What follows belongs to an exercise in optimizing a design on an open flow for small area, a short achievable clock period and few clock cycles per item; a production flow would make more cautious choices. The RTL was checked by simulation tests, not by an equivalence proof against the original design.

## run 1
Design mat_engine_top, start of the top module:
module mat_engine_top (
    input  logic                           clk,
    input  logic                           rst_n,
    input  logic                           cmd_valid,
    input  logic [1:0]                     cmd_op,
    input  logic [mat_cfg_pkg::ADDR_W-1:0] cmd_addr,
    input  logic [mat_cfg_pkg::OPND_W-1:0] cmd_data,
    input  logic [mat_cfg_pkg::ADDR_W-1:0] rd_addr,
    output logic [mat_cfg_pkg::ACC_W-1:0]  rd_data,
    output logic                           busy,
    output logic                           done
);
For scale: roughly 3100 cells after synthesis, ~910 flip-flops, ~43 I/O pins, ~47000 um2 of cells after synthesis.
clock: 8.5 ns
lec_check: 0
cap_margin: 20
core_margin: 2
core_utilization: 55
cts_buf_list: sky130_fd_sc_hd__clkbuf_16
cts_cluster_size: 20
place_density: 0.7
setup_slack_margin: 3.5
slew_margin: 20
run.sh (not shown) runs the stock make flow with config.mk's settings and CLKGATE_MAP_FILE= SYNTH_SCRIPT=/design/flow/synth_recipe.tcl, a recipe that flattens the netlist after the stock synthesis.
Testbench counts of run 1, summed over its fixed seeds: cycles 12,816, items 480.
--- input diff run 1..run 2 ---
- clearing CTS_BUF_LIST, which used to be sky130_fd_sc_hd__clkbuf_16
- clearing CTS_CLUSTER_SIZE, which used to be 20
- swapping 3.5 for 3.75 in SETUP_SLACK_MARGIN
Run 2 has final cell count above what run 1 had.
Of run 2 and run 1, it is run 2 that has the higher global-route usage.
Run 2 has layout overhead on the synthesized area above what run 1 had.
Delta(via count normalized by instance count, run 2 - run 1) < 0
[inputs] run 3 vs run 2
- a change of SETUP_SLACK_MARGIN from 3.75 to 3.5
- an added CTS_BUF_LIST of sky130_fd_sc_hd__clkbuf_4 sky130_fd_sc_hd__clkbuf_8
==> comparison <==
- | aggregate routed wire length | run 3 vs run 2 | better |
- Synthesized cell count delta (run 3 -> run 2): insignificant
- NOTE post-route non-filler standard cell count run 2->run 3 increased slightly
- [diff] worst slack after detailed placement, run 3 relative to run 2: regression
- In run 3, critical path depth is lower than in run 2.
- Wire length of the first global-routing pass shrinks slightly when moving from run 2 to run 3.
- The met1 usage in global routing of run 3 is lower than that of run 2.
What run 4 does differently from run 3 at the input level:
- CTS_BUF_LIST changed from sky130_fd_sc_hd__clkbuf_4 sky130_fd_sc_hd__clkbuf_8 to sky130_fd_sc_hd__clkbuf_8
- CTS_CLUSTER_SIZE newly set to 14
==> comparison <==
Going from run 3 to run 4, the critical path depth was found to have gone up by 1. Compared run 3 against run 4; global-route wire length before repair within noise. As far as register fraction of the total cell area is concerned, run 3 and run 4 perform about the same. From run 3 to run 4 the numbers moved as follows: post-route worst setup slack decreased 21 ps, final area essentially unchanged.
Inputs modified between run 4 and run 5:
- changing CTS_CLUSTER_SIZE from 14 to 24
- changing CTS_BUF_LIST from sky130_fd_sc_hd__clkbuf_8 to sky130_fd_sc_hd__clkbuf_16
- setting CTS_CLUSTER_DIAMETER to 80 for the first time
- setting TNS_END_PERCENT to 20 for the first time
### Flow results
- Diff run 4 -> run 5 | period utilization | increase of 1.0 points
- Re number of DRC markers in iteration 0: run 5 is about 4.3% down on run 4.
- Diff run 4 -> run 5: hold slack picked up an extra 10 ps; final cell count without fillers lost 182.
Modified inputs, run 6 compared to run 5
- clearing TNS_END_PERCENT, which used to be 20
- swapping 80 for 100 in CTS_CLUSTER_DIAMETER
- swapping 24 for 30 in CTS_CLUSTER_SIZE
Results
- In the final design statistics, run 6 uses fewer standard cells in total than run 5.
- Diff run 5 -> run 6 | wire length after detailed routing | down slightly

* * *

Setup of violet:
Starting RTL as in the previous note.
clock: 8.5 ns
lec_check: 0
cap_margin: 20
core_margin: 2
core_utilization: 55
cts_buf_list: sky130_fd_sc_hd__clkbuf_16
cts_cluster_diameter: 80
cts_cluster_size: 24
place_density: 0.7
setup_slack_margin: 3.5
slew_margin: 20
Having completed the whole flow, violet delivered a layout that passed the timing, DRC and antenna checks.
Testbench counts of violet, summed over its fixed seeds: cycles 12,816, items 480.
> inputs changed (violet -> fjord)
Settings: GPL_TIMING_DRIVEN: unset -> 0.
[summary]
Total inserted antenna cells in fjord is 1 higher than in violet. fjord completed; timing, DRC and antenna clean. Taking violet as the reference, in fjord part of the cycle the worst path needs picked up an extra 0.74 points, number of fillers in the final layout lost about 2%.
Changes in nickel relative to fjord:
Settings: a deleted CTS_CLUSTER_DIAMETER that had been 80; a deleted CTS_BUF_LIST that had been sky130_fd_sc_hd__clkbuf_16; a deleted GPL_TIMING_DRIVEN that had been 0; a deleted CTS_CLUSTER_SIZE that had been 24.
==> comparison <==
Post-CTS setup buffer count in nickel is 33 below fjord.
Delta (nickel minus fjord): xor and xnor area share after synthesis has remained practically unchanged, number of gates on the worst path with buffers counted has decreased, routed length on met1 moved down.
Setup changes, nickel to lagoon
Settings: setting CTS_BUF_LIST to sky130_fd_sc_hd__clkbuf_16 for the first time; setting CTS_CLUSTER_SIZE to 24 for the first time; setting CTS_CLUSTER_DIAMETER to 80 for the first time; changing SLEW_MARGIN from 20 to 5; changing CAP_MARGIN from 20 to 5.
Notes after the runs:
lagoon: flow completed, timing, DRC and antenna clean. Slack of the critical path: lagoon lower than nickel. In terms of total number of multi-input combinational cells, nickel and lagoon differ only marginally. Comparing nickel with lagoon, the maximum frequency came out essentially unchanged. From nickel to lagoon the numbers moved as follows: final area has decreased; sum of routed wire length over all layers went down 1.6%.

-- separate check: timing with driven ports --
How much do the figures lean on ideal ports? The routed layouts below were timed once more, with nothing changed but the port constraints.
Step 1 assumes that a clkbuf_16 drives the clock port and a buf_2 every other input.
Step 2 moves the port delays by t, midway between the first and last clock arrival at a register: inputs arrive t later, outputs are due t later. That takes back most of the time a late clock gives input paths.
a / b / c = ideal / step 1 / step 2; a / b = the first two.
| run | t (ns) | setup WS [ns] | worst setup path after step 2 | worst register clock-pin slew, ns |
|---|---|---|---|---|
| run 1 | 0.716 | 3.485 / 3.146 / 3.146 | input to output | 0.07 / 0.07 |
| run 2 | 0.722 | 3.502 / 3.202 / 3.202 | input to output | 0.07 / 0.07 |
| run 3 | 0.885 | 3.513 / 3.084 / 3.084 | input to output | 0.08 / 0.08 |
| run 4 | 0.883 | 3.492 / 3.140 / 3.140 | input to output | 0.08 / 0.08 |
| run 5 | 0.705 | 3.406 / 3.125 / 3.125 | input to output | 0.10 / 0.10 |
| run 6 | 0.680 | 3.483 / 3.137 / 3.137 | input to output | 0.12 / 0.12 |
| violet | 0.689 | 3.482 / 3.123 / 3.123 | input to output | 0.10 / 0.10 |
| fjord | 0.689 | 3.419 / 3.263 / 3.263 | input to output | 0.10 / 0.10 |
| nickel | 0.714 | 3.491 / 3.145 / 3.145 | input to output | 0.07 / 0.07 |
| lagoon | 0.696 | 3.484 / 3.137 / 3.137 | input to output | 0.10 / 0.10 |
After both steps setup and hold are still met in every run listed. For run 3, which loses most, drivers alone change the setup slack by -0.429 ns; drivers and shift together by -0.429 ns.
